Source: an optimization exercise on an open RTL-to-GDS flow (aim: a short achievable clock period, few clock cycles per item and low power). Production flows keep margins and buffers that such runs may drop. Function was checked by simulation only, so behaviour that the tests miss may differ from the original. Power and IR drop assume default switching activity.

==> flow/design.v <==
`default_nettype none
package backend_pkg;
  typedef struct packed {
    logic [5-1:0] rd;
    logic                       use_rd;
    logic [32-1:0]   data;
  } commit_t;
  typedef struct packed {
    logic                       legal;     
    logic                       wr;        
    logic                       use_rs1;
    logic                       use_rs2;
    logic                       is_addi;
    logic                       is_mul;
    logic                       sel_sum;   
    logic                       sub;
    logic                       sel_and;
    logic                       sel_or;
    logic                       sel_xor;
    logic [5-1:0] rd;        
    logic [5-1:0] rs1;
    logic [5-1:0] rs2;
    logic [32-1:0]   imm;
  } decoded_instr_t;
endpackage
`default_nettype wire
`default_nettype none
module backend_decoder (
  input  logic [31:0]                 instr_i,
  output backend_pkg::decoded_instr_t decoded_o
);
  logic [6:0] opcode;
  logic [2:0] funct3;
  logic [6:0] funct7;
  logic       is_op;
  logic       f7_zero;
  logic       is_add;
  logic       is_sub;
  logic       is_and;
  logic       is_or;
  logic       is_xor;
  logic       is_mul;
  logic       is_addi;
  logic       legal;
  assign opcode = instr_i[6:0];
  assign funct3 = instr_i[14:12];
  assign funct7 = instr_i[31:25];
  assign is_op   = opcode == 7'b0110011;
  assign f7_zero = funct7 == 7'b0000000;
  assign is_add  = is_op && f7_zero && funct3 == 3'b000;
  assign is_sub  = is_op && funct7 == 7'b0100000 && funct3 == 3'b000;
  assign is_and  = is_op && f7_zero && funct3 == 3'b111;
  assign is_or   = is_op && f7_zero && funct3 == 3'b110;
  assign is_xor  = is_op && f7_zero && funct3 == 3'b100;
  assign is_mul  = is_op && funct7 == 7'b0000001 && funct3 == 3'b000;
  assign is_addi = opcode == 7'b0010011 && funct3 == 3'b000;
  assign legal   = is_add || is_sub || is_and || is_or || is_xor || is_mul || is_addi;
  always_comb begin
    decoded_o.legal   = legal;
    decoded_o.rd      = legal ? instr_i[11:7] : '0;
    decoded_o.wr      = legal && instr_i[11:7] != '0;
    decoded_o.rs1     = instr_i[19:15];
    decoded_o.rs2     = instr_i[24:20];
    decoded_o.use_rs1 = legal;
    decoded_o.use_rs2 = legal && !is_addi;
    decoded_o.is_addi = is_addi;
    decoded_o.is_mul  = is_mul;
    decoded_o.sel_sum = is_add || is_sub || is_addi;
    decoded_o.sub     = is_sub;
    decoded_o.sel_and = is_and;
    decoded_o.sel_or  = is_or;
    decoded_o.sel_xor = is_xor;
    decoded_o.imm     = {{(32 - 12){instr_i[31]}}, instr_i[31:20]};
  end
endmodule
`default_nettype wire
`default_nettype none
module backend_reg_file (
  input  logic                       clk_i,
  input  logic [5-1:0] raddr_a_i,
  input  logic [5-1:0] raddr_b_i,
  output logic [32-1:0]   rdata_a_o,
  output logic [32-1:0]   rdata_b_o,
  input  logic                       we_i,
  input  logic [5-1:0] waddr_i,
  input  logic [32-1:0]   wdata_i
);
  logic [32-1:1][32-1:0] regs_q;
  logic [32-1:0][32-1:0] regs_all;
  for (genvar r = 1; r < 32; r++) begin : g_reg
    always_ff @(posedge clk_i) begin
      if (we_i && waddr_i == r) begin
        regs_q[r] <= wdata_i;
      end
    end
  end
  assign regs_all  = {regs_q, {32{1'b0}}};
  assign rdata_a_o = regs_all[raddr_a_i];
  assign rdata_b_o = regs_all[raddr_b_i];
endmodule
`default_nettype wire
`default_nettype none
module backend_multiplier (
  input  logic                     enable_i,
  input  logic [32-1:0] operand_a_i,
  input  logic [32-1:0] operand_b_i,
  output logic [32-1:0] row0_o,
  output logic [32-1:0] row1_o,
  output logic [32-1:0] row2_o,
  output logic [32-1:0] row3_o
);
  localparam int W = 32;
  function automatic [W-1:0] csa_s(input [W-1:0] x, input [W-1:0] y, input [W-1:0] z);
    csa_s = x ^ y ^ z;
  endfunction
  function automatic [W-1:0] csa_c(input [W-1:0] x, input [W-1:0] y, input [W-1:0] z);
    csa_c = ((x & y) | (x & z) | (y & z)) << 1;
  endfunction
  logic [16:0][W-1:0] pp;
  logic [11:0][W-1:0] l1;
  logic [7:0][W-1:0]  l2;
  logic [5:0][W-1:0]  l3;
  logic [3:0][W-1:0]  l4;
  logic [W:0]         b_ext;
  logic [W-1:0]       negs;
  assign b_ext = {operand_b_i, 1'b0};
  for (genvar j = 0; j < W / 2; j++) begin : g_pp
    logic [2:0]   bits;
    logic         one;
    logic         two;
    logic         neg;
    logic [W-1:0] m;
    assign bits    = b_ext[2*j+2:2*j];
    assign one     = enable_i && (bits[1] ^ bits[0]);
    assign two     = enable_i && ((bits == 3'b100) || (bits == 3'b011));
    assign neg     = enable_i && bits[2];
    assign m       = ({W{one}} & operand_a_i) | ({W{two}} & (operand_a_i << 1));
    assign pp[j]   = (m ^ {W{neg}}) << (2 * j);
    assign negs[2*j]   = neg;
    assign negs[2*j+1] = 1'b0;
  end
  assign pp[16] = negs;
  for (genvar g = 0; g < 5; g++) begin : g_l1
    assign l1[2*g]   = csa_s(pp[3*g], pp[3*g+1], pp[3*g+2]);
    assign l1[2*g+1] = csa_c(pp[3*g], pp[3*g+1], pp[3*g+2]);
  end
  assign l1[10] = pp[15];
  assign l1[11] = pp[16];
  for (genvar g = 0; g < 4; g++) begin : g_l2
    assign l2[2*g]   = csa_s(l1[3*g], l1[3*g+1], l1[3*g+2]);
    assign l2[2*g+1] = csa_c(l1[3*g], l1[3*g+1], l1[3*g+2]);
  end
  for (genvar g = 0; g < 2; g++) begin : g_l3
    assign l3[2*g]   = csa_s(l2[3*g], l2[3*g+1], l2[3*g+2]);
    assign l3[2*g+1] = csa_c(l2[3*g], l2[3*g+1], l2[3*g+2]);
  end
  assign l3[4] = l2[6];
  assign l3[5] = l2[7];
  for (genvar g = 0; g < 2; g++) begin : g_l4
    assign l4[2*g]   = csa_s(l3[3*g], l3[3*g+1], l3[3*g+2]);
    assign l4[2*g+1] = csa_c(l3[3*g], l3[3*g+1], l3[3*g+2]);
  end
  assign row0_o = l4[0];
  assign row1_o = l4[1];
  assign row2_o = l4[2];
  assign row3_o = l4[3];
endmodule
`default_nettype wire
`default_nettype none
module backend_issue (
  input  logic                       clk_i,
  input  logic                       rst_ni,
  input  logic                       fetch_valid_i,
  output logic                       fetch_ready_o,
  input  logic [31:0]                fetch_instr_i,
  input  logic                       issue_i,      
  input  logic                       id_wr_i,      
  input  logic [5-1:0] id_rd_i,
  input  logic                       id_is_mul_i,
  output logic                       valid_o,
  output logic [31:0]                instr_o
);
  logic        hv_q;
  logic [31:0] h_q;
  logic        ready_q;
  logic        h_load;
  logic        next_stalls;
  backend_pkg::decoded_instr_t next;
  backend_decoder next_decoder_inst (
    .instr_i   (fetch_instr_i),
    .decoded_o (next)
  );
  assign next_stalls = id_wr_i && (id_is_mul_i || next.is_mul) &&
                       ((next.use_rs1 && next.rs1 == id_rd_i) ||
                        (next.use_rs2 && next.rs2 == id_rd_i));
  assign fetch_ready_o = ready_q;
  assign h_load        = !hv_q || issue_i;
  always_ff @(posedge clk_i or negedge rst_ni) begin
    if (!rst_ni) begin
      hv_q    <= 1'b0;
      ready_q <= 1'b1;
    end else begin
      if (h_load) begin
        hv_q <= fetch_valid_i && ready_q;
      end
      ready_q <= !(issue_i && fetch_valid_i && next_stalls);
    end
  end
  always_ff @(posedge clk_i) begin
    if (h_load) begin
      h_q <= fetch_instr_i;
    end
  end
  assign valid_o = hv_q;
  assign instr_o = h_q;
endmodule
`default_nettype wire
`default_nettype none
module backend_commit (
  input  logic                       clk_i,
  input  logic                       rst_ni,
  input  logic                       valid_i,
  input  logic [5-1:0] rd_i,
  input  logic                       use_rd_i,
  input  logic                       wr_i,
  input  logic [32-1:0]   row0_i,
  input  logic [32-1:0]   row1_i,
  input  logic [32-1:0]   row2_i,
  input  logic [32-1:0]   row3_i,
  output logic [32-1:0]   result_o,
  output logic                       valid_o,
  output logic                       wr_o,
  output logic [5-1:0] rd_o,
  output logic [32-1:0]   data_o,
  output logic                       commit_valid_o,
  output backend_pkg::commit_t       commit_o
);
  logic [32-1:0] s1;
  logic [32-1:0] c1;
  logic [32-1:0] s;
  logic [32-1:0] c;
  logic                     cv_q;
  logic                     wr_q;
  logic                     use_rd_q;
  logic [5-1:0] rd_q;
  logic [32-1:0] data_q;
  assign s1 = row1_i ^ row2_i ^ row3_i;
  assign c1 = ((row1_i & row2_i) | (row1_i & row3_i) | (row2_i & row3_i)) << 1;
  assign s  = row0_i ^ s1 ^ c1;
  assign c  = ((row0_i & s1) | (row0_i & c1) | (s1 & c1)) << 1;
  always_ff @(posedge clk_i or negedge rst_ni) begin
    if (!rst_ni) begin
      cv_q <= 1'b0;
    end else begin
      cv_q <= valid_i;
    end
  end
  always_ff @(posedge clk_i) begin
    wr_q     <= wr_i;
    use_rd_q <= use_rd_i;
    rd_q     <= rd_i;
    data_q   <= result_o;
  end
  assign result_o = s + c;
  assign valid_o = cv_q;
  assign wr_o    = cv_q && wr_q;
  assign rd_o    = rd_q;
  assign data_o  = data_q;
  assign commit_valid_o  = cv_q;
  assign commit_o.rd     = rd_q;
  assign commit_o.use_rd = use_rd_q;
  assign commit_o.data   = data_q;
endmodule
`default_nettype wire
`default_nettype none
module backend_top (
  input  logic        clk_i,
  input  logic        rst_ni,
  input  logic        fetch_valid_i,
  output logic        fetch_ready_o,
  input  logic [31:0] fetch_instr_i,
  output logic        commit_valid_o,
  output logic [37:0] commit_o
);
  localparam int W  = 32;
  localparam int AW = 5;
  backend_pkg::commit_t commit_s;
  assign commit_o = commit_s;
  logic        id_valid;
  logic [31:0] id_instr;
  logic        id_consume;
  backend_pkg::decoded_instr_t dec;
  backend_issue fetch_inst (
    .clk_i         (clk_i),
    .rst_ni        (rst_ni),
    .fetch_valid_i (fetch_valid_i),
    .fetch_ready_o (fetch_ready_o),
    .fetch_instr_i (fetch_instr_i),
    .issue_i       (id_consume),
    .id_wr_i       (dec.wr),
    .id_rd_i       (dec.rd),
    .id_is_mul_i   (dec.is_mul),
    .valid_o       (id_valid),
    .instr_o       (id_instr)
  );
  backend_decoder decoder_inst (
    .instr_i   (id_instr),
    .decoded_o (dec)
  );
  logic [W-1:0]  rdata_a;
  logic [W-1:0]  rdata_b;
  logic          c_valid;
  logic          c_wr;
  logic [AW-1:0] c_rd;
  logic [W-1:0]  c_data;
  backend_reg_file reg_file_inst (
    .clk_i     (clk_i),
    .raddr_a_i (dec.rs1),
    .raddr_b_i (dec.rs2),
    .rdata_a_o (rdata_a),
    .rdata_b_o (rdata_b),
    .we_i      (c_wr),
    .waddr_i   (c_rd),
    .wdata_i   (c_data)
  );
  logic          ex_valid_q;
  logic          ex_wr_q;
  logic          ex_use_rd_q;
  logic [AW-1:0] ex_rd_q;
  logic          ex_is_mul_q;
  logic          ex_sel_sum_q;
  logic          ex_sub_q;
  logic          ex_sel_and_q;
  logic          ex_sel_or_q;
  logic          ex_sel_xor_q;
  logic [W-1:0]  ex_a_q;
  logic [W-1:0]  ex_b_q;
  logic          ex_a_fm_q;    
  logic          ex_b_fm_q;
  logic          mx_valid_q;
  logic          mx_wr_q;
  logic          mx_use_rd_q;
  logic [AW-1:0] mx_rd_q;
  logic [W-1:0]  mx_row0_q;
  logic [W-1:0]  mx_row1_q;
  logic [W-1:0]  mx_row2_q;
  logic [W-1:0]  mx_row3_q;
  logic [W-1:0]  mx_result;
  logic a_in_ex, a_in_mx, a_in_c;
  logic b_in_ex, b_in_mx, b_in_c;
  logic stall;
  logic issue;
  assign a_in_ex = ex_valid_q && ex_wr_q && ex_rd_q == dec.rs1;
  assign a_in_mx = mx_valid_q && mx_wr_q && mx_rd_q == dec.rs1;
  assign a_in_c  = c_valid    && c_wr    && c_rd    == dec.rs1;
  assign b_in_ex = ex_valid_q && ex_wr_q && ex_rd_q == dec.rs2;
  assign b_in_mx = mx_valid_q && mx_wr_q && mx_rd_q == dec.rs2;
  assign b_in_c  = c_valid    && c_wr    && c_rd    == dec.rs2;
  assign stall = (ex_is_mul_q || dec.is_mul) &&
                 ((dec.use_rs1 && a_in_ex) || (dec.use_rs2 && b_in_ex));
  assign issue      = id_valid && !stall;
  assign id_consume = issue;
  always_ff @(posedge clk_i or negedge rst_ni) begin
    if (!rst_ni) begin
      ex_valid_q <= 1'b0;
    end else begin
      ex_valid_q <= issue;
    end
  end
  always_ff @(posedge clk_i) begin
    ex_wr_q      <= dec.wr;
    ex_use_rd_q  <= dec.legal;
    ex_rd_q      <= dec.rd;
    ex_is_mul_q  <= dec.is_mul;
    ex_sel_sum_q <= dec.sel_sum;
    ex_sub_q     <= dec.sub;
    ex_sel_and_q <= dec.sel_and;
    ex_sel_or_q  <= dec.sel_or;
    ex_sel_xor_q <= dec.sel_xor;
    ex_a_q       <= a_in_mx ? mx_result : a_in_c ? c_data : rdata_a;
    ex_a_fm_q    <= a_in_ex;
    if (dec.is_addi) begin
      ex_b_q    <= dec.imm;
      ex_b_fm_q <= 1'b0;
    end else begin
      ex_b_q    <= b_in_mx ? mx_result : b_in_c ? c_data : rdata_b;
      ex_b_fm_q <= b_in_ex;
    end
  end
  logic [W-1:0] op_a;
  logic [W-1:0] op_b;
  logic [W-1:0] sum;
  logic [W:0]   sum_ext;
  logic [W-1:0] alu_result;
  logic [W-1:0] mul_row0;
  logic [W-1:0] mul_row1;
  logic [W-1:0] mul_row2;
  logic [W-1:0] mul_row3;
  assign op_a = ex_a_fm_q ? mx_row0_q : ex_a_q;
  assign op_b = ex_b_fm_q ? mx_row0_q : ex_b_q;
  assign sum_ext = {op_a, 1'b1} + {op_b ^ {W{ex_sub_q}}, ex_sub_q};
  assign sum     = sum_ext[W:1];
  assign alu_result = ({W{ex_sel_sum_q}} & sum)
                    | ({W{ex_sel_and_q}} & (op_a & op_b))
                    | ({W{ex_sel_or_q}}  & (op_a | op_b))
                    | ({W{ex_sel_xor_q}} & (op_a ^ op_b));
  backend_multiplier multiplier_inst (
    .enable_i    (ex_is_mul_q),
    .operand_a_i (ex_a_q),
    .operand_b_i (ex_b_q),
    .row0_o      (mul_row0),
    .row1_o      (mul_row1),
    .row2_o      (mul_row2),
    .row3_o      (mul_row3)
  );
  always_ff @(posedge clk_i or negedge rst_ni) begin
    if (!rst_ni) begin
      mx_valid_q <= 1'b0;
    end else begin
      mx_valid_q <= ex_valid_q;
    end
  end
  always_ff @(posedge clk_i) begin
    mx_wr_q     <= ex_wr_q;
    mx_use_rd_q <= ex_use_rd_q;
    mx_rd_q     <= ex_rd_q;
    mx_row0_q   <= mul_row0 | alu_result;
    mx_row1_q   <= mul_row1;
    mx_row2_q   <= mul_row2;
    mx_row3_q   <= mul_row3;
  end
  backend_commit commit_inst (
    .clk_i          (clk_i),
    .rst_ni         (rst_ni),
    .valid_i        (mx_valid_q),
    .rd_i           (mx_rd_q),
    .use_rd_i       (mx_use_rd_q),
    .wr_i           (mx_wr_q),
    .row0_i         (mx_row0_q),
    .row1_i         (mx_row1_q),
    .row2_i         (mx_row2_q),
    .row3_i         (mx_row3_q),
    .result_o       (mx_result),
    .valid_o        (c_valid),
    .wr_o           (c_wr),
    .rd_o           (c_rd),
    .data_o         (c_data),
    .commit_valid_o (commit_valid_o),
    .commit_o       (commit_s)
  );
endmodule
`default_nettype wire
==> flow/flow/run.sh <==
#!/bin/bash
set -e
export SETUP_SLACK_MARGIN=8.4
export BUFFER_PORTS_ARGS="-buffer_cell sky130_fd_sc_hd__buf_4"
bash standard.sh > standard_flow.log 2>&1
==> flow/standard.sh <==
#!/bin/bash
# synth_recipe.tcl (not shown) runs the flow's synth.tcl, then flattens the netlist and writes it again
# the make line also repeats each setting of config.mk as NAME=value (left out here)
make -C /OpenROAD-flow-scripts/flow DESIGN_CONFIG=/design/flow/config.mk WORK_HOME=/design/flow/orfs CLKGATE_MAP_FILE= SYNTH_SCRIPT=/design/flow/synth_recipe.tcl "${@:-finish}"
==> flow/config.mk <==
export PLATFORM = sky130hd
export DESIGN_NAME = backend_top
export DESIGN_NICKNAME = backend_top
export VERILOG_FILES = /design/flow/design.v
export SDC_FILE = /design/flow/constraint.sdc
export NUM_CORES = 4
export LEC_CHECK = 0
export CAP_MARGIN = 20
export CORE_MARGIN = 2
export CORE_UTILIZATION = 40
export CTS_BUF_LIST = sky130_fd_sc_hd__clkbuf_16
export CTS_CLUSTER_DIAMETER = 100
export CTS_CLUSTER_SIZE = 25
export SLEW_MARGIN = 20
==> flow/constraint.sdc <==
create_clock -name core_clock -period 12.0 [get_ports {clk_i}]
set_input_delay 2.4000 -clock core_clock [delete_from_list [all_inputs] [get_ports {clk_i}]]
set_output_delay 2.4000 -clock core_clock [all_outputs]
set_load 0.01 [all_outputs]
==> flow_metrics.env, run 1 <==
export IMPL_layout_nets=5557
export IMPL_post_route_util=0.475
export IMPL_drtIter0Drc=6475
export IMPL_area_delta_synth_final_pct=17.9
export IMPL_crit_required_ns=12.60
export IMPL_routedWlPerCell_um=32.9
export IMPL_gp_congestion=0.910
export IMPL_wl_met2_um=116000
export IMPL_htree_levels=2
export IMPL_rows=154
export IMPL_finalSetupViolCount=0
export IMPL_p_per_area_nw_per_um2=89.2
export IMPL_grt_max_degree=67
export IMPL_worst_slack_ns=7.80
export IMPL_core_sq_um=176000
export IMPL_clock_skew_ns=0.0763
export IMPL_finalSetupTns_ns=0
export IMPL_synth_cell_types=79
export IMPL_routed_wl_um=246000
export IMPL_mostFrequentLayoutCells="edfxtp_1 (1024), mux4_2 (576), inv_1 (337), xnor2_1 (292), buf_4 (284)"
export IMPL_syn_area_sq_um=71200
export IMPL_final_common_cell="edfxtp_1"
export IMPL_cts_sinks=1243
export IMPL_grt_pass1_vias=46900
export IMPL_peakVddDrop_v=0.000131
export IMPL_worstMarginPinSlew_ns=1.08
export IMPL_max_cap_violations=0
export IMPL_clk_pin_slew_ns=0.10
export IMPL_critPathCaptureType="flop"
export IMPL_dp_slack_ns=6.72
export IMPL_hp_class="reg2reg"
export IMPL_met3_length_um=25400
export IMPL_synth_edf_count=1024
export IMPL_crit_fanout=7
export IMPL_grt_pass1_wl_um=349000
export IMPL_multiInputGateArea_sq_um=35500
export IMPL_drcViolationCount=0
export IMPL_rsz0062_at_grt="true"
export IMPL_syn_mean_instance_area_sq_um=14.5
export IMPL_maxSlewHeadroom=0.281
export IMPL_first_pass_iters=7
export IMPL_antenna_found_initial=11
export IMPL_critPathLaunchType="flop"
export IMPL_worstSetupPathType="reg2reg"
export IMPL_post_route_min_period_ns=4.20
export IMPL_dp_hpwl_um=141000
export IMPL_cts_tree="done"
export IMPL_vias=47000
export IMPL_insertion_delay_ns=0.77
export IMPL_nFillCells=15000
export IMPL_pin_count=75
export IMPL_fmax_ghz=0.238
export IMPL_yosys_top_cells_area="edfxtp_1 (43%), mux4_2 (18%), dfxtp_1 (6.0%)"
export IMPL_arrival_ns=4.80
export IMPL_p_leak_nw=26.8
export IMPL_die_w_um=426
export IMPL_via_per_inst=6.27
export IMPL_r2r_slack_ns=7.80
export IMPL_fin_crit_sh=0.350
export IMPL_ant_nets=0
export IMPL_die_area_sq_um=181000
export IMPL_layout_drive_gt1_share=0.350
export IMPL_syn_inst=4910
export IMPL_grt_usage=0.267
export IMPL_status="complete, no violations"
export IMPL_yosysTopAreaCellShare=0.432
export IMPL_cts_buffers=61
export IMPL_synthArstFlopShare=0.00402
export IMPL_synth_seq_cells=1243
export IMPL_yosysTopAreaCell="edfxtp_1"
export IMPL_hold_buffers=0
export IMPL_drt_met1_wl_um=94900
export IMPL_syn_num_nets=5362
export IMPL_final_hold_viol_count=0
export IMPL_die_y_um=426
export IMPL_yosys_warnings=6
export IMPL_dr_max_layer_used="met5"
export IMPL_synth_ff_type="edfxtp_1"
export IMPL_slew_violations=0
export IMPL_portBuffers=74
export IMPL_start_util=0.403
export IMPL_ys_seq_area_frac=0.494
export IMPL_root_buffer="clkbuf_16"
export IMPL_cts_path_max_buffers=3
export IMPL_grt_overflow_total=0
export IMPL_seqCellArea_sq_um=35400
## flip-flops by register name, summed over array words and instances, names as in the netlist, 5 cells and up
register,count
commit_inst.rd_q,5
mx_rd_q,5
mx_row0_q,32
ex_rd_q,5
ex_b_q,32
mx_row2_q,23
reg_file_inst.regs_q,992
mx_row1_q,26
ex_a_q,32
mx_row3_q,8
commit_inst.data_q,32
fetch_inst.h_q,32
## Yosys cell counts (all sizes together) (4+ instances only)
master,number
a32oi,36
nor2b,22
mux4,576
inv,371
o21ai,187
a21oi,103
fa,198
nand3,20
edfxtp,1024
a21o,25
a22oi,203
a221o,5
buf,124
nand4,12
nand3b,4
or2,5
clkbuf,257
o21a,7
o211ai,9
nor2,97
o21bai,7
nor4,6
o31ai,5
a31oi,10
nand2b,9
mux2,74
or4,4
or3,6
ha,219
and3,8
nor3,19
o2111ai,27
nand2,280
dfxtp,214
xor2,70
nor4b,4
xnor2,349
dfrtp,4
a22o,69
a211oi,14
and2,61
mux2i,135
## routing by layer
metal  global-route usage  up-vias
met5                    0        -
met4               0.0887        6
met3               0.0509      495
met2                0.428     2673
met1                0.367    24800
li1                     -    19100
## cells by family (layout without fill, tap and decap cells)
logic type | after synthesis | count (layout) | share of synthesized area
compound gates | 729 | 729 | 0.0701
xor+xnor | 419 | 419 | 0.0516
fa+ha+maj | 417 | 417 | 0.0942
other cells | 0 | 2 | 0
simple gates | 562 | 565 | 0.0363
mux | 785 | 786 | 0.213
buf+inv | 755 | 998 | 0.0409
flops | 1243 | 1243 | 0.494
## worst paths after layout
| kind | startpoint | end | depth (start not counted) |
|---|---|---|---|
| worst min register to register | mx_use_rd_q | commit_inst.use_rd_q | 0 |
| worst max register to register | ex_is_mul_q | mx_row0_q[31] | 17 |
| worst max-delay path | ex_is_mul_q | mx_row0_q[31] | 17 |
| worst min-delay path | mx_use_rd_q | commit_inst.use_rd_q | 0 |
| min in group asynchronous | rst_ni | ex_valid_q | 1 |
| max in group asynchronous | rst_ni | fetch_inst.ready_q | 1 |
## repair_timing
item                                    CTS  global route
gates resized for setup                 677           258
pin swaps                               137           181
buffers inserted                        177            49
endpoints found under the setup margin  177           142
gates cloned                             57             8
## worst max-delay path, stage by stage (launching register included)
cell	delay, ns
dfxtp_4	0.45
buf_12	0.14
buf_4	0.10
buf_4	0.16
and2_4	0.21
a22oi_2	0.08
xnor2_2	0.19
fa_1	0.59
fa_1	0.48
fa_2	0.40
xor2_1	0.17
xnor2_1	0.18
xnor2_1	0.15
xnor2_1	0.16
xnor2_1	0.16
xnor2_1	0.16
xnor2_1	0.15
nand3_1	0.09
## stage by stage
| step | std cells | hold WS, ns | cell area (sq um) | total power [mW] |
|---|---|---|---|---|
| 2_1_floorplan | 4910 | 0.310 | 71600 | 4.95 |
| 3_3_place_gp | 7091 | 0.315 | 74800 | 5.06 |
| 3_5_place_dp | 7091 | 0.315 | 74800 | 5.06 |
| 4_1_cts | 7440 | 0.333 | 82400 | 7.51 |
| 5_1_grt | 7497 | 0.336 | 83900 | 7.67 |
| 6_report | 7499 | 0.330 | 83900 | 7.49 |
## power by group
group / internal [mW] / switching [mW]
Sequential: 4.59 / 0.00879
Clock: 0.982 / 1.52
Combinational: 0.166 / 0.219
Total: 5.74 / 1.75
## layout make-up
cell class,instances,area share
Antenna cell,2,0.0000596
Clock inverter,53,0.00480
Inverter,374,0.0176
Tap cell,2340,0.0349
Sequential cell,1243,0.422
Timing Repair Buffer,509,0.0787
Clock buffer,62,0.0185
Multi-Input combinational cell,2916,0.424
Testbench counts, summed over its fixed seeds: cycles 25,512, instructions 24,248.
==> inputs of run 2 (changes only) <==
--- a/flow/design.v
+++ b/flow/design.v
@@ -89,8 +89,8 @@
   logic [32-1:0][32-1:0] regs_all;
   for (genvar r = 1; r < 32; r++) begin : g_reg
+    logic sel;
+    assign sel = we_i && waddr_i == r;
     always_ff @(posedge clk_i) begin
-      if (we_i && waddr_i == r) begin
-        regs_q[r] <= wdata_i;
-      end
+      regs_q[r] <= ({32{sel}} & wdata_i) | ({32{!sel}} & regs_q[r]);
     end
   end
==> flow_metrics.env, run 2 <==
export IMPL_status="complete, no violations"
export IMPL_fin_crit_sh=0.377
export IMPL_timing_rr_start="ex_is_mul_q"
export IMPL_critPathMaxStageDelay_ns=0.54
export IMPL_htree_levels=2
export IMPL_die_area_sq_um=182000
export IMPL_yosys_warnings=6
export IMPL_final_hold_viol_count=0
export IMPL_grt_max_degree=121
export IMPL_worstMarginPinSlew_ns=1.14
export IMPL_ys_seq_area_frac=0.493
export IMPL_nFillCells=15100
export IMPL_power_frac_seq=0.621
export IMPL_slew_violations=0
export IMPL_crit_buf_inv=3
export IMPL_grt_pass1_vias=46400
export IMPL_yosysTopAreaCell="edfxtp_1"
export IMPL_area_delta_synth_final_pct=17.1
export IMPL_synth_ff_type="edfxtp_1"
export IMPL_yosys_top_cells_area="edfxtp_1 (43%), mux4_2 (18%), dfxtp_1 (6.0%)"
export IMPL_synth_most_common_cell="edfxtp_1"
export IMPL_crit_required_ns=12.55
export IMPL_hp_class="reg2reg"
export IMPL_peakVddDrop_v=0.000133
export IMPL_drcViolationCount=0
export IMPL_critPathCaptureType="flop"
export IMPL_dp_slack_ns=6.54
export IMPL_cts_path_max_buffers=3
export IMPL_syn_inst=4940
export IMPL_synth_cell_types=87
export IMPL_worst_slack_ns=7.48
export IMPL_critPathLaunchType="flop"
export IMPL_grt_overflow_total=0
export IMPL_diodes=0
export IMPL_post_route_min_period_ns=4.52
export IMPL_reg2regPathDepth=17
export IMPL_die_w_um=426
export IMPL_first_pass_iters=5
export IMPL_mostFrequentLayoutCells="edfxtp_1 (1024), mux4_2 (576), inv_1 (307), xnor2_1 (296), buf_4 (287)"
export IMPL_final_cells=7519
export IMPL_post_route_util=0.470
export IMPL_syn_area_sq_um=71400
export IMPL_crit_fanout=23
export IMPL_holdPathStages=0
export IMPL_routedWlPerCell_um=32.0
export IMPL_sw_frac_of_total=0.231
export IMPL_worstHoldStart="ex_use_rd_q"
export IMPL_finalSetupViolCount=0
export IMPL_power_share_clock=0.327
export IMPL_syn_mean_instance_area_sq_um=14.4
export IMPL_rsz0062_at_grt="true"
export IMPL_p_leak_nw=26.4
export IMPL_portBuffers=74
export IMPL_core_sq_um=178000
export IMPL_vias=46500
export IMPL_p_sw_mw=1.71
export IMPL_hold_end="mx_use_rd_q"
export IMPL_dp_hpwl_um=134000
export IMPL_cts_tree="done"
export IMPL_layout_nets=5580
export IMPL_cts_buffers=60
export IMPL_place_inst=7131
export IMPL_insertion_delay_ns=0.78
export IMPL_layout_drive_gt1_share=0.345
export IMPL_antenna_found_initial=8
export IMPL_syn_num_nets=5392
export IMPL_finalSetupTns_ns=0
export IMPL_p_int_mw=5.70
export IMPL_via_per_inst=6.19
export IMPL_path_cells="buf_12 > nand2_1 > bufinv_16 > xnor2_1 > fa_1 > inv_1 > fa_1 > fa_2 > xnor2_2 > xnor2_1 > xnor2_1 > xnor2_1 > xnor2_1 > xnor2_1 > xnor2_1 > xnor2_1 > o2111ai_1"
export IMPL_yosysTopAreaCellShare=0.431
export IMPL_r2r_end="mx_row0_q[31]"
export IMPL_pwr_share_comb=0.052
export IMPL_grt_usage=0.260
export IMPL_r2r_slack_ns=7.48
export IMPL_ys_top_cells_by_count="edfxtp_1 (1024), mux4_2 (576), xnor2_1 (353)"
export IMPL_pin_count=75
export IMPL_worst_path_stages=17
export IMPL_die_y_um=426
export IMPL_crit_start="ex_is_mul_q"
export IMPL_synthArstFlopShare=0.00402
export IMPL_clk_pin_slew_ns=0.11
export IMPL_maxSlewHeadroom=0.239
export IMPL_root_buffer="clkbuf_16"
export IMPL_critPathMostFrequentCell="xnor2_1"
export IMPL_clock_skew_ns=0.0777
export IMPL_arrival_ns=5.07
export IMPL_cpMaxStageDelayCell="fa_1"
export IMPL_cp_top_family="XOR/XNOR gates"
export IMPL_synth_seq_cells=1243
export IMPL_p_per_area_nw_per_um2=88.7
export IMPL_max_cap_violations=0
export IMPL_drtIter0Drc=5661
export IMPL_final_common_cell="edfxtp_1"
export IMPL_ant_nets=0
export IMPL_rows=155
export IMPL_cts_sinks=1243
export IMPL_start_util=0.401
export IMPL_gp_congestion=0.916
export IMPL_grt_pass1_wl_um=341000
export IMPL_routed_wl_um=240000
export IMPL_synth_edf_count=1024
export IMPL_power_mw=7.41
export IMPL_worstSetupPathType="reg2reg"
export IMPL_hold_buffers=0
export IMPL_fmax_ghz=0.221
run 2: cell count changes after synthesis, moves of 9 or more:
cell,change
nor3_1,+10
o21ai_0,+13
o21a_1,+9
nor2_1,+31
inv_1,-16
a211oi_1,+12
nand2_1,-32
o211ai_1,+10
a22oi_1,+23
o2111ai_1,-24
a32oi_1,-35
run 2: worst max path at each step:
stage / end / slack, ns
2_1_floorplan: mx_row0_q[31] / 7.66
6_report: mx_row0_q[31] / 7.48
5_1_grt: mx_row0_q[31] / 7.32
3_5_place_dp: mx_row0_q[31] / 6.54
4_1_cts: mx_row0_q[31] / 7.55
3_3_place_gp: mx_row0_q[31] / 6.59
run 2: final cells by class:
cell class | count | area, sq um | area share
flip-flops and latches | 1243 | 35400 | 0.424
repair buffers | 502 | 6350 | 0.0760
inverters | 358 | 1420 | 0.0170
multi-input cells | 2963 | 35600 | 0.426
well taps | 2355 | 2950 | 0.0353
clock inverters | 38 | 308 | 0.00368
clock buffers | 60 | 1500 | 0.0180
run 2: stage by stage:
step / cell area [sq um] / hold slack, ns
CTS: 81700 / 0.341
global route: 83600 / 0.341
detailed placement: 75000 / 0.316
global placement: 75000 / 0.317
floorplan: 71900 / 0.310
finish: 83600 / 0.337
run 2: worst register-to-register path: stages, from the launching register on:
cell and delay [ns]:
dfxtp_4 0.39, buf_12 0.17, nand2_1 0.33, bufinv_16 0.44
xnor2_1 0.14, fa_1 0.54, inv_1 0.06, fa_1 0.39
fa_2 0.39, xnor2_2 0.14, xnor2_1 0.18, xnor2_1 0.16
xnor2_1 0.12, xnor2_1 0.27, xnor2_1 0.19, xnor2_1 0.16
xnor2_1 0.15, o2111ai_1 0.13
run 2: cells by family (layout without fill, tap and decap cells):
| group | Yosys count | in the layout | share of synthesized area |
|---|---|---|---|
| compound gates | 754 | 754 | 0.0713 |
| flops | 1243 | 1243 | 0.493 |
| fa+ha+maj | 417 | 417 | 0.0939 |
| xor+xnor | 416 | 416 | 0.0510 |
| buf+inv | 737 | 958 | 0.0399 |
| simple gates | 586 | 588 | 0.0384 |
| mux | 787 | 788 | 0.213 |
run 2: timing repair:
item / CTS / global route
pin swaps: 122 / 203
endpoints found under the setup margin: 170 / 165
gates resized for setup: 583 / 275
cloned: 49 / 8
buffers inserted: 166 / 67
run 2: layer usage:
| layer | wire length, um | part of all wire | track usage |
|---|---|---|---|
| met5 | 0 | 0 | 0 |
| met4 | 10100 | 0.042 | 0.0918 |
| met3 | 23800 | 0.099 | 0.0504 |
| met2 | 111000 | 0.46 | 0.408 |
| met1 | 95400 | 0.40 | 0.362 |
run 2: power groups by stage:
stage	Combinational [mW]	Sequential (mW)	Clock [mW]
2_1_floorplan	0.244	4.71	0
3_3_place_gp	0.349	4.71	0
3_5_place_dp	0.348	4.71	0
4_1_cts	0.375	4.60	2.46
5_1_grt	0.402	4.60	2.59
6_report	0.385	4.60	2.42
Testbench counts of run 2, summed over its fixed seeds: cycles 25,512, instructions 24,248.
==> inputs of run 3 (changes only) <==
--- a/flow/config.mk
+++ b/flow/config.mk
@@ -8,7 +8,8 @@
 export CAP_MARGIN = 20
 export CORE_MARGIN = 2
-export CORE_UTILIZATION = 40
+export CORE_UTILIZATION = 60
 export CTS_BUF_LIST = sky130_fd_sc_hd__clkbuf_16
 export CTS_CLUSTER_DIAMETER = 100
 export CTS_CLUSTER_SIZE = 25
+export PLACE_DENSITY = 0.72
 export SLEW_MARGIN = 20
==> flow_metrics.env, run 3 <==
export IMPL_status="complete, no violations"
export IMPL_htree_levels=2
export IMPL_gp_congestion=0.900
export IMPL_die_y_um=349
export IMPL_final_hold_viol_count=0
export IMPL_yosys_warnings=6
export IMPL_ys_seq_area_frac=0.493
export IMPL_synth_most_common_cell="edfxtp_1"
export IMPL_grt_usage=0.378
export IMPL_hold_end="mx_use_rd_q"
export IMPL_antenna_found_initial=5
export IMPL_worstMarginPinSlew_ns=1.23
export IMPL_peakVddDrop_v=0.000178
export IMPL_timing_rr_start="ex_b_q[1]"
export IMPL_first_pass_iters=6
export IMPL_finalSetupTns_ns=0
export IMPL_rows=126
export IMPL_crit_start="ex_b_q[1]"
export IMPL_drcViolationCount=0
export IMPL_power_mw=7.36
export IMPL_worstSetupPathType="reg2reg"
export IMPL_rsz0062_at_grt="true"
export IMPL_p_per_area_nw_per_um2=89.6
export IMPL_nFillCells=7646
export IMPL_cpMaxStageDelayCell="fa_1"
export IMPL_dp_hpwl_um=128000
export IMPL_ant_nets=0
export IMPL_pin_count=75
export IMPL_critPathCaptureType="flop"
export IMPL_cts_buffers=59
export IMPL_p_leak_nw=26.2
export IMPL_core_sq_um=118000
export IMPL_start_util=0.604
export IMPL_r2r_end="mx_row0_q[31]"
export IMPL_yosysTopAreaCell="edfxtp_1"
export IMPL_cts_tree="done"
export IMPL_cts_sinks=1243
export IMPL_die_w_um=349
export IMPL_slew_violations=0
export IMPL_holdPathStages=0
export IMPL_critPathLaunchType="flop"
export IMPL_dp_slack_ns=6.43
export IMPL_clock_skew_ns=0.0560
export IMPL_critPathMostFrequentCell="xnor2_1"
export IMPL_die_area_sq_um=122000
export IMPL_worst_path_stages=20
export IMPL_maxSlewHeadroom=0.178
export IMPL_grt_pass1_vias=47800
export IMPL_mostFrequentLayoutCells="edfxtp_1 (1024), mux4_2 (576), inv_1 (325), xnor2_1 (312), buf_4 (265)"
export IMPL_final_common_cell="edfxtp_1"
export IMPL_routed_wl_um=231000
export IMPL_syn_inst=4940
export IMPL_finalSetupViolCount=0
export IMPL_ys_top_cells_by_count="edfxtp_1 (1024), mux4_2 (576), xnor2_1 (353)"
export IMPL_synth_cell_types=87
export IMPL_layout_nets=5552
export IMPL_clk_pin_slew_ns=0.10
export IMPL_drtIter0Drc=7631
export IMPL_max_cap_violations=0
export IMPL_cts_path_max_buffers=3
export IMPL_grt_overflow_total=0
export IMPL_synth_edf_count=1024
export IMPL_reg2regPathDepth=20
export IMPL_crit_required_ns=12.58
export IMPL_post_route_min_period_ns=4.47
export IMPL_critPathMaxStageDelay_ns=0.55
export IMPL_arrival_ns=5.05
export IMPL_worst_slack_ns=7.53
export IMPL_fin_crit_sh=0.373
export IMPL_area_delta_synth_final_pct=15.1
export IMPL_grt_max_degree=108
export IMPL_crit_fanout=15
export IMPL_via_per_inst=7.22
export IMPL_fmax_ghz=0.224
export IMPL_vias=48300
export IMPL_synth_ff_type="edfxtp_1"
export IMPL_syn_mean_instance_area_sq_um=14.4
export IMPL_path_cells="buf_12 > buf_4 > xor2_1 > nand2_1 > o21ai_0 > nand2_1 > fa_1 > inv_2 > fa_1 > inv_1 > fa_2 > xnor2_2 > xnor2_1 > xnor2_1 > xnor2_1 > xnor2_1 > xnor2_1 > xnor2_1 > xnor2_1 > o2111ai_1"
export IMPL_portBuffers=74
export IMPL_insertion_delay_ns=0.77
export IMPL_yosysTopAreaCellShare=0.431
export IMPL_crit_buf_inv=4
export IMPL_root_buffer="clkbuf_16"
export IMPL_layout_drive_gt1_share=0.338
export IMPL_post_route_util=0.696
export IMPL_routedWlPerCell_um=34.5
export IMPL_synthArstFlopShare=0.00402
export IMPL_cp_top_family="XOR/XNOR gates"
export IMPL_yosys_top_cells_area="edfxtp_1 (43%), mux4_2 (18%), dfxtp_1 (6.0%)"
export IMPL_syn_num_nets=5392
export IMPL_syn_area_sq_um=71400
export IMPL_r2r_slack_ns=7.53
export IMPL_worstHoldStart="ex_use_rd_q"
export IMPL_synth_seq_cells=1243
export IMPL_hp_class="reg2reg"
export IMPL_grt_pass1_wl_um=332000
==> run 3: cell count changes in the layout (fill, tap and decap cells not counted), moves of 5 or more <==
cell and change:
o21ai_2 +8, xnor2_1 +16, dfxtp_2 +9, xnor2_2 -16, buf_4 -22, buf_12 -7, dfxtp_4 -5, inv_1 +18
o21ai_0 -8, buf_16 -5
==> run 3: area by class of cell <==
type                    count  area (sq um)  share of cell area
flip-flops and latches   1243         35400               0.431
well taps                1536          1920              0.0234
diodes                      2          5.00           0.0000609
multi-input cells        2963         35600               0.433
clock inverters            52           353             0.00429
inverters                 358          1430              0.0173
repair buffers            475          6050              0.0736
clock buffers              59          1480              0.0180
==> run 3: worst max path at each step <==
stage                    endpoint  slack [ns]
global placement    mx_row0_q[31]        6.44
global route        mx_row0_q[31]        7.30
detailed placement  mx_row0_q[31]        6.43
finish              mx_row0_q[31]        7.53
CTS                 mx_row0_q[31]        7.55
floorplan           mx_row0_q[31]        7.66
==> run 3: cell families after synthesis <==
kind of cell / count (synthesis) / share of synthesized area
AOI/OAI and AO/OA: 754 / 0.0713
xor gates and xnor gates: 416 / 0.0510
adders and majority gates: 417 / 0.0939
buffers and inverters: 737 / 0.0399
DFF: 1243 / 0.493
muxes: 787 / 0.213
and+or+nand+nor: 586 / 0.0384
==> run 3: where the power goes <==
| part | leakage (nW) | total, mW | internal (mW) | switching (mW) |
|---|---|---|---|---|
| Clock | 1.02 | 2.38 | 0.930 | 1.45 |
| Sequential | 9.12 | 4.60 | 4.59 | 0.00923 |
| Combinational | 16.0 | 0.380 | 0.165 | 0.215 |
| Total | 26.2 | 7.36 | 5.69 | 1.67 |
==> run 3: per-layer routing <==
metal,routed length (um),global-route usage,up-vias
li1,-,-,19100
met1,80700,0.503,24700
met2,106000,0.584,3728
met3,30300,0.102,742
met4,13600,0.182,4
met5,24,0,-
==> run 3: metrics by stage <==
step,cells,hold slack [ns],instance area [sq um]
after detailed placement,6307,0.315,73900
after global placement,6307,0.313,73900
after CTS,6645,0.338,81000
after floorplan,4940,0.310,71900
after global routing,6686,0.351,82200
final,6688,0.336,82200
==> run 3: repair_timing <==
action,in CTS,in global routing
hold buffers,0,0
pin swaps,182,125
gates resized for setup,645,222
setup buffers,178,36
endpoints found under the setup margin,201,149
gates cloned,49,5
==> inputs of run 4 (changes only) <==
--- a/flow/design.v
+++ b/flow/design.v
@@ -89,8 +89,8 @@
   logic [32-1:0][32-1:0] regs_all;
   for (genvar r = 1; r < 32; r++) begin : g_reg
-    logic sel;
-    assign sel = we_i && waddr_i == r;
     always_ff @(posedge clk_i) begin
-      regs_q[r] <= ({32{sel}} & wdata_i) | ({32{!sel}} & regs_q[r]);
+      if (we_i && waddr_i == r) begin
+        regs_q[r] <= wdata_i;
+      end
     end
   end
@@ -102,5 +102,4 @@
 `default_nettype none
 module backend_multiplier (
-  input  logic                     enable_i,
   input  logic [32-1:0] operand_a_i,
   input  logic [32-1:0] operand_b_i,
@@ -108,20 +107,30 @@
   output logic [32-1:0] row1_o,
   output logic [32-1:0] row2_o,
-  output logic [32-1:0] row3_o
+  output logic [32-1:0] row3_o,
+  output logic [1:0]               top_o
 );
   localparam int W = 32;
-  function automatic [W-1:0] csa_s(input [W-1:0] x, input [W-1:0] y, input [W-1:0] z);
+  localparam int L = W - 1;   
+  function automatic [L-1:0] csa_s(input [L-1:0] x, input [L-1:0] y, input [L-1:0] z);
     csa_s = x ^ y ^ z;
   endfunction
-  function automatic [W-1:0] csa_c(input [W-1:0] x, input [W-1:0] y, input [W-1:0] z);
+  function automatic [L-1:0] csa_c(input [L-1:0] x, input [L-1:0] y, input [L-1:0] z);
     csa_c = ((x & y) | (x & z) | (y & z)) << 1;
   endfunction
+  function automatic csa_o(input [L-1:0] x, input [L-1:0] y, input [L-1:0] z);
+    csa_o = (x[L-1] & y[L-1]) | (x[L-1] & z[L-1]) | (y[L-1] & z[L-1]);
+  endfunction
   logic [16:0][W-1:0] pp;
-  logic [11:0][W-1:0] l1;
-  logic [7:0][W-1:0]  l2;
-  logic [5:0][W-1:0]  l3;
-  logic [3:0][W-1:0]  l4;
+  logic [11:0][L-1:0] l1;
+  logic [7:0][L-1:0]  l2;
+  logic [5:0][L-1:0]  l3;
+  logic [3:0][L-1:0]  l4;
+  logic [4:0]         o1;
+  logic [3:0]         o2;
+  logic [1:0]         o3;
+  logic [1:0]         o4;
   logic [W:0]         b_ext;
   logic [W-1:0]       negs;
+  logic [16:0]        pp_top;
   assign b_ext = {operand_b_i, 1'b0};
   for (genvar j = 0; j < W / 2; j++) begin : g_pp
@@ -129,29 +138,33 @@
     logic         one;
     logic         two;
-    logic         neg;
     logic [W-1:0] m;
     assign bits    = b_ext[2*j+2:2*j];
-    assign one     = enable_i && (bits[1] ^ bits[0]);
-    assign two     = enable_i && ((bits == 3'b100) || (bits == 3'b011));
-    assign neg     = enable_i && bits[2];
+    assign one     = bits[1] ^ bits[0];
+    assign two     = (bits == 3'b100) || (bits == 3'b011);
     assign m       = ({W{one}} & operand_a_i) | ({W{two}} & (operand_a_i << 1));
-    assign pp[j]   = (m ^ {W{neg}}) << (2 * j);
-    assign negs[2*j]   = neg;
+    assign pp[j]   = (m ^ {W{bits[2]}}) << (2 * j);
+    assign negs[2*j]   = bits[2];
     assign negs[2*j+1] = 1'b0;
   end
   assign pp[16] = negs;
+  for (genvar j = 0; j < 17; j++) begin : g_top
+    assign pp_top[j] = pp[j][W-1];
+  end
   for (genvar g = 0; g < 5; g++) begin : g_l1
-    assign l1[2*g]   = csa_s(pp[3*g], pp[3*g+1], pp[3*g+2]);
-    assign l1[2*g+1] = csa_c(pp[3*g], pp[3*g+1], pp[3*g+2]);
+    assign l1[2*g]   = csa_s(pp[3*g][L-1:0], pp[3*g+1][L-1:0], pp[3*g+2][L-1:0]);
+    assign l1[2*g+1] = csa_c(pp[3*g][L-1:0], pp[3*g+1][L-1:0], pp[3*g+2][L-1:0]);
+    assign o1[g]     = csa_o(pp[3*g][L-1:0], pp[3*g+1][L-1:0], pp[3*g+2][L-1:0]);
   end
-  assign l1[10] = pp[15];
-  assign l1[11] = pp[16];
+  assign l1[10] = pp[15][L-1:0];
+  assign l1[11] = pp[16][L-1:0];
   for (genvar g = 0; g < 4; g++) begin : g_l2
     assign l2[2*g]   = csa_s(l1[3*g], l1[3*g+1], l1[3*g+2]);
     assign l2[2*g+1] = csa_c(l1[3*g], l1[3*g+1], l1[3*g+2]);
+    assign o2[g]     = csa_o(l1[3*g], l1[3*g+1], l1[3*g+2]);
   end
   for (genvar g = 0; g < 2; g++) begin : g_l3
     assign l3[2*g]   = csa_s(l2[3*g], l2[3*g+1], l2[3*g+2]);
     assign l3[2*g+1] = csa_c(l2[3*g], l2[3*g+1], l2[3*g+2]);
+    assign o3[g]     = csa_o(l2[3*g], l2[3*g+1], l2[3*g+2]);
   end
   assign l3[4] = l2[6];
@@ -160,9 +173,11 @@
     assign l4[2*g]   = csa_s(l3[3*g], l3[3*g+1], l3[3*g+2]);
     assign l4[2*g+1] = csa_c(l3[3*g], l3[3*g+1], l3[3*g+2]);
+    assign o4[g]     = csa_o(l3[3*g], l3[3*g+1], l3[3*g+2]);
   end
-  assign row0_o = l4[0];
-  assign row1_o = l4[1];
-  assign row2_o = l4[2];
-  assign row3_o = l4[3];
+  assign row0_o = {^{pp_top, o1}, l4[0]};
+  assign row1_o = {o4[0], l4[1]};
+  assign row2_o = {o4[1], l4[2]};
+  assign row3_o = {o3[0], l4[3]};
+  assign top_o  = {o3[1], ^o2};
 endmodule
 `default_nettype wire
@@ -228,4 +243,5 @@
   input  logic [32-1:0]   row2_i,
   input  logic [32-1:0]   row3_i,
+  input  logic [1:0]                 top_i,      
   output logic [32-1:0]   result_o,
   output logic                       valid_o,
@@ -236,4 +252,5 @@
   output backend_pkg::commit_t       commit_o
 );
+  logic [32-1:0] row0;
   logic [32-1:0] s1;
   logic [32-1:0] c1;
@@ -245,8 +262,9 @@
   logic [5-1:0] rd_q;
   logic [32-1:0] data_q;
-  assign s1 = row1_i ^ row2_i ^ row3_i;
-  assign c1 = ((row1_i & row2_i) | (row1_i & row3_i) | (row2_i & row3_i)) << 1;
-  assign s  = row0_i ^ s1 ^ c1;
-  assign c  = ((row0_i & s1) | (row0_i & c1) | (s1 & c1)) << 1;
+  assign row0 = {row0_i[32-1] ^ top_i[1] ^ top_i[0], row0_i[32-2:0]};
+  assign s1   = row1_i ^ row2_i ^ row3_i;
+  assign c1   = ((row1_i & row2_i) | (row1_i & row3_i) | (row2_i & row3_i)) << 1;
+  assign s    = row0 ^ s1 ^ c1;
+  assign c    = ((row0 & s1) | (row0 & c1) | (s1 & c1)) << 1;
   always_ff @(posedge clk_i or negedge rst_ni) begin
     if (!rst_ni) begin
@@ -336,4 +354,5 @@
   logic [W-1:0]  ex_a_q;
   logic [W-1:0]  ex_b_q;
+  logic [W-1:0]  ex_mb_q;      
   logic          ex_a_fm_q;    
   logic          ex_b_fm_q;
@@ -346,4 +365,5 @@
   logic [W-1:0]  mx_row2_q;
   logic [W-1:0]  mx_row3_q;
+  logic [1:0]    mx_top_q;
   logic [W-1:0]  mx_result;
   logic a_in_ex, a_in_mx, a_in_c;
@@ -351,4 +371,6 @@
   logic stall;
   logic issue;
+  logic [W-1:0] b_val;
+  assign b_val = b_in_mx ? mx_result : b_in_c ? c_data : rdata_b;
   assign a_in_ex = ex_valid_q && ex_wr_q && ex_rd_q == dec.rs1;
   assign a_in_mx = mx_valid_q && mx_wr_q && mx_rd_q == dec.rs1;
@@ -380,9 +402,10 @@
     ex_a_q       <= a_in_mx ? mx_result : a_in_c ? c_data : rdata_a;
     ex_a_fm_q    <= a_in_ex;
+    ex_mb_q      <= {W{dec.is_mul}} & b_val;
     if (dec.is_addi) begin
       ex_b_q    <= dec.imm;
       ex_b_fm_q <= 1'b0;
     end else begin
-      ex_b_q    <= b_in_mx ? mx_result : b_in_c ? c_data : rdata_b;
+      ex_b_q    <= b_val;
       ex_b_fm_q <= b_in_ex;
     end
@@ -397,4 +420,5 @@
   logic [W-1:0] mul_row2;
   logic [W-1:0] mul_row3;
+  logic [1:0]   mul_top;
   assign op_a = ex_a_fm_q ? mx_row0_q : ex_a_q;
   assign op_b = ex_b_fm_q ? mx_row0_q : ex_b_q;
@@ -406,11 +430,11 @@
                     | ({W{ex_sel_xor_q}} & (op_a ^ op_b));
   backend_multiplier multiplier_inst (
-    .enable_i    (ex_is_mul_q),
     .operand_a_i (ex_a_q),
-    .operand_b_i (ex_b_q),
+    .operand_b_i (ex_mb_q),
     .row0_o      (mul_row0),
     .row1_o      (mul_row1),
     .row2_o      (mul_row2),
-    .row3_o      (mul_row3)
+    .row3_o      (mul_row3),
+    .top_o       (mul_top)
   );
   always_ff @(posedge clk_i or negedge rst_ni) begin
@@ -429,4 +453,5 @@
     mx_row2_q   <= mul_row2;
     mx_row3_q   <= mul_row3;
+    mx_top_q    <= mul_top;
   end
   backend_commit commit_inst (
@@ -441,4 +466,5 @@
     .row2_i         (mx_row2_q),
     .row3_i         (mx_row3_q),
+    .top_i          (mx_top_q),
     .result_o       (mx_result),
     .valid_o        (c_valid),
--- a/flow/config.mk
+++ b/flow/config.mk
@@ -8,8 +8,7 @@
 export CAP_MARGIN = 20
 export CORE_MARGIN = 2
-export CORE_UTILIZATION = 60
+export CORE_UTILIZATION = 40
 export CTS_BUF_LIST = sky130_fd_sc_hd__clkbuf_16
 export CTS_CLUSTER_DIAMETER = 100
 export CTS_CLUSTER_SIZE = 25
-export PLACE_DENSITY = 0.72
 export SLEW_MARGIN = 20
==> flow_metrics.env, run 4 <==
export IMPL_syn_area_sq_um=71700
export IMPL_hp_class="reg2reg"
export IMPL_synth_ff_type="edfxtp_1"
export IMPL_cts_tree="done"
export IMPL_path_cells="buf_12 > clkinv_8 > ha_4 > mux2_4 > buf_6 > buf_16 > buf_6 > a22oi_2 > xnor2_2 > fa_1 > fa_1 > inv_1 > fa_2 > fa_2 > a211oi_2 > o21ai_1"
export IMPL_crit_buf_inv=6
export IMPL_crit_fanout=5
export IMPL_p_per_area_nw_per_um2=90.2
export IMPL_first_pass_iters=8
export IMPL_grt_pass1_vias=46300
export IMPL_crit_required_ns=12.66
export IMPL_power_share_clock=0.325
export IMPL_routedWlPerCell_um=32.8
export IMPL_cts_sinks=1277
export IMPL_status="complete, no violations"
export IMPL_insertion_delay_ns=0.78
export IMPL_sw_frac_of_total=0.229
export IMPL_critPathLaunchType="flop"
export IMPL_p_leak_nw=26.3
export IMPL_grt_max_degree=90
export IMPL_clock_skew_ns=0.0818
export IMPL_mostFrequentLayoutCells="edfxtp_1 (1024), mux4_2 (575), inv_1 (294), xnor2_1 (286), buf_4 (286)"
export IMPL_die_y_um=428
export IMPL_finalSetupTns_ns=0
export IMPL_grt_pass1_wl_um=344000
export IMPL_layout_nets=5515
export IMPL_synth_cell_types=85
export IMPL_max_cap_violations=0
export IMPL_dp_slack_ns=7.15
export IMPL_final_common_cell="edfxtp_1"
export IMPL_maxSlewHeadroom=0.286
export IMPL_htree_levels=2
export IMPL_grt_util_met1=0.366
export IMPL_fin_hold_ws_ns=0.338
export IMPL_post_route_min_period_ns=4.21
export IMPL_p_int_mw=5.83
export IMPL_power_frac_seq=0.624
export IMPL_synth_most_common_cell="edfxtp_1"
export IMPL_syn_num_nets=5336
export IMPL_slew_violations=0
export IMPL_largest_reg_flops=992
export IMPL_start_util=0.402
export IMPL_grt_overflow_total=0
export IMPL_ys_seq_area_frac=0.500
export IMPL_synthArstFlopShare=0.00392
export IMPL_dp_hpwl_um=137000
export IMPL_cpMaxStageDelayCell="fa_1"
export IMPL_drtIter0Drc=6626
export IMPL_die_area_sq_um=183000
export IMPL_die_w_um=428
export IMPL_met2_usage=0.411
export IMPL_rows=155
export IMPL_critPathMaxStageDelay_ns=0.59
export IMPL_grt_usage=0.262
export IMPL_clk_pin_slew_ns=0.11
export IMPL_arrival_ns=4.87
export IMPL_gr_usage_met3=0.0437
export IMPL_portBuffers=74
export IMPL_layout_drive_gt1_share=0.344
export IMPL_area_delta_synth_final_pct=16.9
export IMPL_busiest_layer="met2"
export IMPL_cts_buffers=61
export IMPL_worstSetupPathType="reg2reg"
export IMPL_gp_congestion=0.915
export IMPL_root_buffer="clkbuf_16"
export IMPL_fmax_ghz=0.237
export IMPL_antenna_found_initial=6
export IMPL_ys_top_cells_by_count="edfxtp_1 (1024), mux4_2 (575), xnor2_1 (333)"
export IMPL_synth_edf_count=1024
export IMPL_largest_register="reg_file_inst.regs_q"
export IMPL_r2r_slack_ns=7.79
export IMPL_yosys_warnings=6
export IMPL_routed_wl_um=244000
export IMPL_cts_path_max_buffers=3
export IMPL_finalSetupViolCount=0
export IMPL_rsz0062_at_grt="true"
export IMPL_pin_count=75
export IMPL_cp_top_family="adder cells"
export IMPL_syn_mean_instance_area_sq_um=14.7
export IMPL_pwr_share_comb=0.051
export IMPL_yosys_top_cells_area="edfxtp_1 (43%), mux4_2 (18%), dfxtp_1 (6.9%)"
export IMPL_core_sq_um=178000
export IMPL_worstMarginPinSlew_ns=1.07
export IMPL_drcViolationCount=0
export IMPL_fin_crit_sh=0.351
export IMPL_diodes=0
export IMPL_syn_inst=4884
export IMPL_yosysTopAreaCell="edfxtp_1"
export IMPL_via_per_inst=6.29
export IMPL_final_hold_viol_count=0
export IMPL_synth_seq_cells=1277
export IMPL_p_sw_mw=1.73
export IMPL_worst_slack_ns=7.79
export IMPL_vias=46800
export IMPL_peakVddDrop_v=0.000154
export IMPL_yosysTopAreaCellShare=0.429
export IMPL_ant_nets=0
export IMPL_critPathCaptureType="flop"
[run 4: cell families after synthesis]
group / Yosys count / synth area share
DFF: 1277 / 0.500
AOI/OAI and AO/OA: 807 / 0.0773
muxes: 784 / 0.211
buffers and inverters: 711 / 0.0389
and+or+nand+nor: 483 / 0.0302
adders and majority gates: 417 / 0.0934
xor gates and xnor gates: 405 / 0.0494
[run 4: stage by stage]
step / area, sq um / utilization / power (mW) / std cells
2_1_floorplan: 72400 / - / 5.07 / 4884
3_5_place_dp: 75400 / 0.423 / 5.18 / 7077
6_report: 83800 / 0.470 / 7.56 / 7444
3_3_place_gp: 75400 / 0.423 / 5.18 / 7077
5_1_grt: 83800 / 0.470 / 7.75 / 7444
4_1_cts: 82600 / 0.463 / 7.58 / 7404
[run 4: routing by layer]
layer / share of wire / wire [um] / vias to the layer above
li1: - / - / 19100
met1: 0.40 / 96600 / 24700
met2: 0.46 / 113000 / 2599
met3: 0.095 / 23300 / 482
met4: 0.044 / 10800 / 6
met5: 0.00017 / 42 / -
[run 4: path summary, 6_finish.rpt]
check | from | to | cells past startpoint
worst max-delay path | ex_mb_q[5] | mx_row0_q[13] | 16
worst min-delay path | mx_use_rd_q | commit_inst.use_rd_q | 0
worst max register to register | ex_mb_q[5] | mx_row0_q[13] | 16
worst min register to register | mx_use_rd_q | commit_inst.use_rd_q | 0
max in group asynchronous | rst_ni | fetch_inst.ready_q | 1
min in group asynchronous | rst_ni | fetch_inst.hv_q | 1
[run 4: power groups by stage]
| stage | Combinational [mW] | Sequential (mW) | Clock (mW) |
|---|---|---|---|
| 2_1_floorplan | 0.244 | 4.82 | 0 |
| 3_3_place_gp | 0.351 | 4.83 | 0 |
| 3_5_place_dp | 0.351 | 4.83 | 0 |
| 4_1_cts | 0.374 | 4.72 | 2.49 |
| 5_1_grt | 0.404 | 4.72 | 2.63 |
| 6_report | 0.387 | 4.72 | 2.46 |
[run 4: what timing repair did]
action	CTS	global route
pin swaps	180	132
endpoints found under the setup margin	237	171
resized for setup	629	178
gates cloned	48	8
setup buffers	190	32
hold buffers	0	0
[run 4: area by class of cell]
type / instances / area [sq um]
timing repair buffer: 483 / 6050
multi-input combinational: 2903 / 35600
tap: 2355 / 2950
inverter: 337 / 1360
clock inverter: 28 / 285
clock buffer: 61 / 1530
sequential: 1277 / 36100
fill: 15200 / 94600
Testbench counts of run 4, summed over its fixed seeds: cycles 25,512, instructions 24,248.
==> inputs of run 5 (changes only) <==
--- a/flow/design.v
+++ b/flow/design.v
@@ -103,5 +103,7 @@
 module backend_multiplier (
   input  logic [32-1:0] operand_a_i,
-  input  logic [32-1:0] operand_b_i,
+  input  logic [32/2-1:0] one_i,
+  input  logic [32/2-1:0] two_i,
+  input  logic [32/2-1:0] neg_i,
   output logic [32-1:0] row0_o,
   output logic [32-1:0] row1_o,
@@ -130,19 +132,11 @@
   logic [1:0]         o3;
   logic [1:0]         o4;
-  logic [W:0]         b_ext;
   logic [W-1:0]       negs;
   logic [16:0]        pp_top;
-  assign b_ext = {operand_b_i, 1'b0};
   for (genvar j = 0; j < W / 2; j++) begin : g_pp
-    logic [2:0]   bits;
-    logic         one;
-    logic         two;
     logic [W-1:0] m;
-    assign bits    = b_ext[2*j+2:2*j];
-    assign one     = bits[1] ^ bits[0];
-    assign two     = (bits == 3'b100) || (bits == 3'b011);
-    assign m       = ({W{one}} & operand_a_i) | ({W{two}} & (operand_a_i << 1));
-    assign pp[j]   = (m ^ {W{bits[2]}}) << (2 * j);
-    assign negs[2*j]   = bits[2];
+    assign m       = ({W{one_i[j]}} & operand_a_i) | ({W{two_i[j]}} & (operand_a_i << 1));
+    assign pp[j]   = (m ^ {W{neg_i[j]}}) << (2 * j);
+    assign negs[2*j]   = neg_i[j];
     assign negs[2*j+1] = 1'b0;
   end
@@ -183,4 +177,23 @@
 `default_nettype wire
 `default_nettype none
+module backend_booth_encoder (
+  input  logic                       enable_i,
+  input  logic [32-1:0]   b_i,
+  output logic [32/2-1:0] one_o,
+  output logic [32/2-1:0] two_o,
+  output logic [32/2-1:0] neg_o
+);
+  logic [32:0] b_ext;
+  assign b_ext = {b_i, 1'b0};
+  for (genvar j = 0; j < 32 / 2; j++) begin : g_digit
+    logic [2:0] bits;
+    assign bits     = b_ext[2*j+2:2*j];
+    assign one_o[j] = enable_i && (bits[1] ^ bits[0]);
+    assign two_o[j] = enable_i && ((bits == 3'b100) || (bits == 3'b011));
+    assign neg_o[j] = enable_i && bits[2];
+  end
+endmodule
+`default_nettype wire
+`default_nettype none
 module backend_issue (
   input  logic                       clk_i,
@@ -198,5 +211,5 @@
   logic        hv_q;
   logic [31:0] h_q;
-  logic        ready_q;
+  logic        busy_q;     
   logic        h_load;
   logic        next_stalls;
@@ -209,15 +222,15 @@
                        ((next.use_rs1 && next.rs1 == id_rd_i) ||
                         (next.use_rs2 && next.rs2 == id_rd_i));
-  assign fetch_ready_o = ready_q;
+  assign fetch_ready_o = !busy_q;
   assign h_load        = !hv_q || issue_i;
   always_ff @(posedge clk_i or negedge rst_ni) begin
     if (!rst_ni) begin
       hv_q    <= 1'b0;
-      ready_q <= 1'b1;
+      busy_q  <= 1'b0;
     end else begin
       if (h_load) begin
-        hv_q <= fetch_valid_i && ready_q;
+        hv_q <= fetch_valid_i && !busy_q;
       end
-      ready_q <= !(issue_i && fetch_valid_i && next_stalls);
+      busy_q  <= issue_i && fetch_valid_i && next_stalls;
     end
   end
@@ -354,5 +367,7 @@
   logic [W-1:0]  ex_a_q;
   logic [W-1:0]  ex_b_q;
-  logic [W-1:0]  ex_mb_q;      
+  logic [W/2-1:0] ex_one_q;
+  logic [W/2-1:0] ex_two_q;
+  logic [W/2-1:0] ex_neg_q;
   logic          ex_a_fm_q;    
   logic          ex_b_fm_q;
@@ -372,5 +387,15 @@
   logic issue;
   logic [W-1:0] b_val;
+  logic [W/2-1:0] id_one;
+  logic [W/2-1:0] id_two;
+  logic [W/2-1:0] id_neg;
   assign b_val = b_in_mx ? mx_result : b_in_c ? c_data : rdata_b;
+  backend_booth_encoder booth_inst (
+    .enable_i (dec.is_mul),
+    .b_i      (b_val),
+    .one_o    (id_one),
+    .two_o    (id_two),
+    .neg_o    (id_neg)
+  );
   assign a_in_ex = ex_valid_q && ex_wr_q && ex_rd_q == dec.rs1;
   assign a_in_mx = mx_valid_q && mx_wr_q && mx_rd_q == dec.rs1;
@@ -402,5 +427,7 @@
     ex_a_q       <= a_in_mx ? mx_result : a_in_c ? c_data : rdata_a;
     ex_a_fm_q    <= a_in_ex;
-    ex_mb_q      <= {W{dec.is_mul}} & b_val;
+    ex_one_q     <= id_one;
+    ex_two_q     <= id_two;
+    ex_neg_q     <= id_neg;
     if (dec.is_addi) begin
       ex_b_q    <= dec.imm;
@@ -431,5 +458,7 @@
   backend_multiplier multiplier_inst (
     .operand_a_i (ex_a_q),
-    .operand_b_i (ex_mb_q),
+    .one_i       (ex_one_q),
+    .two_i       (ex_two_q),
+    .neg_i       (ex_neg_q),
     .row0_o      (mul_row0),
     .row1_o      (mul_row1),
==> flow_metrics.env, run 5 <==
export IMPL_status="complete, no violations"
export IMPL_syn_mean_instance_area_sq_um=14.7
export IMPL_pin_count=75
export IMPL_insertion_delay_ns=0.73
export IMPL_post_route_min_period_ns=3.79
export IMPL_maxSlewHeadroom=0.302
export IMPL_die_area_sq_um=183000
export IMPL_worstSetupPathType="reg2reg"
export IMPL_arrival_ns=4.39
export IMPL_gp_congestion=0.950
export IMPL_synth_most_common_cell="edfxtp_1"
export IMPL_peakVddDrop_v=0.000129
export IMPL_largest_register="reg_file_inst.regs_q"
export IMPL_first_pass_iters=6
export IMPL_fmax_ghz=0.264
export IMPL_p_per_area_nw_per_um2=91.9
export IMPL_yosysTopAreaCell="edfxtp_1"
export IMPL_rows=155
export IMPL_portBuffers=74
export IMPL_routed_wl_um=256000
export IMPL_grt_pass1_vias=47700
export IMPL_cts_path_max_buffers=3
export IMPL_crit_fanout=5
export IMPL_syn_area_sq_um=71900
export IMPL_fin_crit_sh=0.316
export IMPL_cts_buffers=67
export IMPL_start_util=0.403
export IMPL_root_buffer="clkbuf_16"
export IMPL_cpMaxStageDelayCell="fa_1"
export IMPL_hold_buffers=0
export IMPL_synthArstFlopShare=0.00387
export IMPL_ys_top_cells_by_count="edfxtp_1 (1024), mux4_2 (575), inv_1 (325)"
export IMPL_max_cap_violations=0
export IMPL_hp_class="reg2reg"
export IMPL_r2r_end="ex_two_q[15]"
export IMPL_via_per_inst=6.31
export IMPL_slew_violations=0
export IMPL_synth_seq_cells=1293
export IMPL_vias=47700
export IMPL_power_mw=7.86
export IMPL_grt_usage=0.270
export IMPL_design_area_sq_um=85600
export IMPL_cts_sinks=1293
export IMPL_path_cells="fa_1 > inv_1 > fa_1 > inv_2 > ha_4 > a21o_1 > nand2_1 > nand2_1 > a21oi_2 > o31ai_4 > buf_6 > a31oi_4 > xnor2_2 > o21ai_2 > inv_2 > ha_4 > mux2i_1 > nor2_1"
export IMPL_yosys_top_cells_area="edfxtp_1 (43%), mux4_2 (18%), dfxtp_1 (7.3%)"
export IMPL_die_w_um=428
export IMPL_post_route_util=0.479
export IMPL_ant_nets=0
export IMPL_area_delta_synth_final_pct=19.0
-- run 5: cell families (layout without fill, tap and decap cells) --
group | after synthesis | after routing | synth area share
AO/OA/AOI/OAI | 786 | 787 | 0.0734
XOR/XNOR | 420 | 420 | 0.0512
adder cells (fa/ha/maj) | 417 | 417 | 0.0932
buffers and inverters | 712 | 1019 | 0.0394
flip-flops | 1293 | 1293 | 0.503
multiplexers | 782 | 782 | 0.210
other | 0 | 3 | 0
AND/OR/NAND/NOR | 473 | 475 | 0.0296
-- run 5: critical path: cells and delay by family, from the launching register on --
| kind | cells | cell delay [ns] |
|---|---|---|
| compound gates | 5 | 0.92 |
| xor+xnor | 1 | 0.12 |
| fa+ha+maj | 4 | 1.53 |
| buf+inv | 4 | 0.37 |
| flops | 1 | 0.33 |
| mux | 1 | 0.17 |
| simple gates | 3 | 0.22 |
-- run 5: layer usage --
layer	global-route usage	vias to the layer above	part of all wire	routed length [um]
met5	0	-	0.00027	70
met4	0.109	10	0.049	12600
met3	0.0564	581	0.10	26700
met2	0.433	2850	0.47	120000
met1	0.358	25100	0.38	96500
li1	-	19100	-	-
-- run 5: layout make-up --
type,instances,area (sq um),area share
Tap cell,2355,2950,0.0344
Clock buffer,68,1700,0.0199
Clock inverter,55,415,0.00485
Multi-Input combinational cell,2881,35100,0.411
Sequential cell,1293,36500,0.426
Timing Repair Buffer,563,7650,0.0894
Inverter,333,1260,0.0147
Antenna cell,3,7.51,0.0000877
-- run 5: report_power, final --
group | internal (mW) | total, mW | switching (mW) | leakage (nW)
logic | 0.188 | 0.421 | 0.234 | 16.5
registers | 4.76 | 4.77 | 0.0109 | 9.54
clock network | 1.09 | 2.68 | 1.59 | 1.17
total | 6.03 | 7.86 | 1.83 | 27.2
-- run 5: worst max path at each step --
stage / from / to / slack (ns)
3_3_place_gp: fetch_inst.h_q[20] / ex_two_q[13] / 7.09
3_5_place_dp: fetch_inst.h_q[20] / ex_two_q[13] / 7.07
6_report: mx_row1_q[21] / ex_two_q[15] / 8.21
5_1_grt: mx_row1_q[23] / ex_two_q[15] / 8.11
4_1_cts: commit_inst.data_q[20] / commit_o[20] / 8.20
2_1_floorplan: fetch_instr_i[14] / fetch_inst.busy_q / 8.17
-- run 5: stage by stage --
step / instances / setup slack, ns / hold slack, ns
after global placement: 7075 / 7.09 / 0.310
after detailed placement: 7075 / 7.07 / 0.315
after global routing: 7548 / 8.11 / 0.338
after CTS: 7452 / 8.20 / 0.336
after floorplan: 4883 / 8.17 / 0.310
final: 7551 / 8.21 / 0.332
-- run 5: repair_timing --
action                                  4_1_cts  5_1_grt
endpoints found under the setup margin      224      147
pin swaps                                   117      151
resized for setup                           616      279
cloned                                       60       17
buffers inserted                            194       78
Testbench counts of run 5, summed over its fixed seeds: cycles 25,512, instructions 24,248.
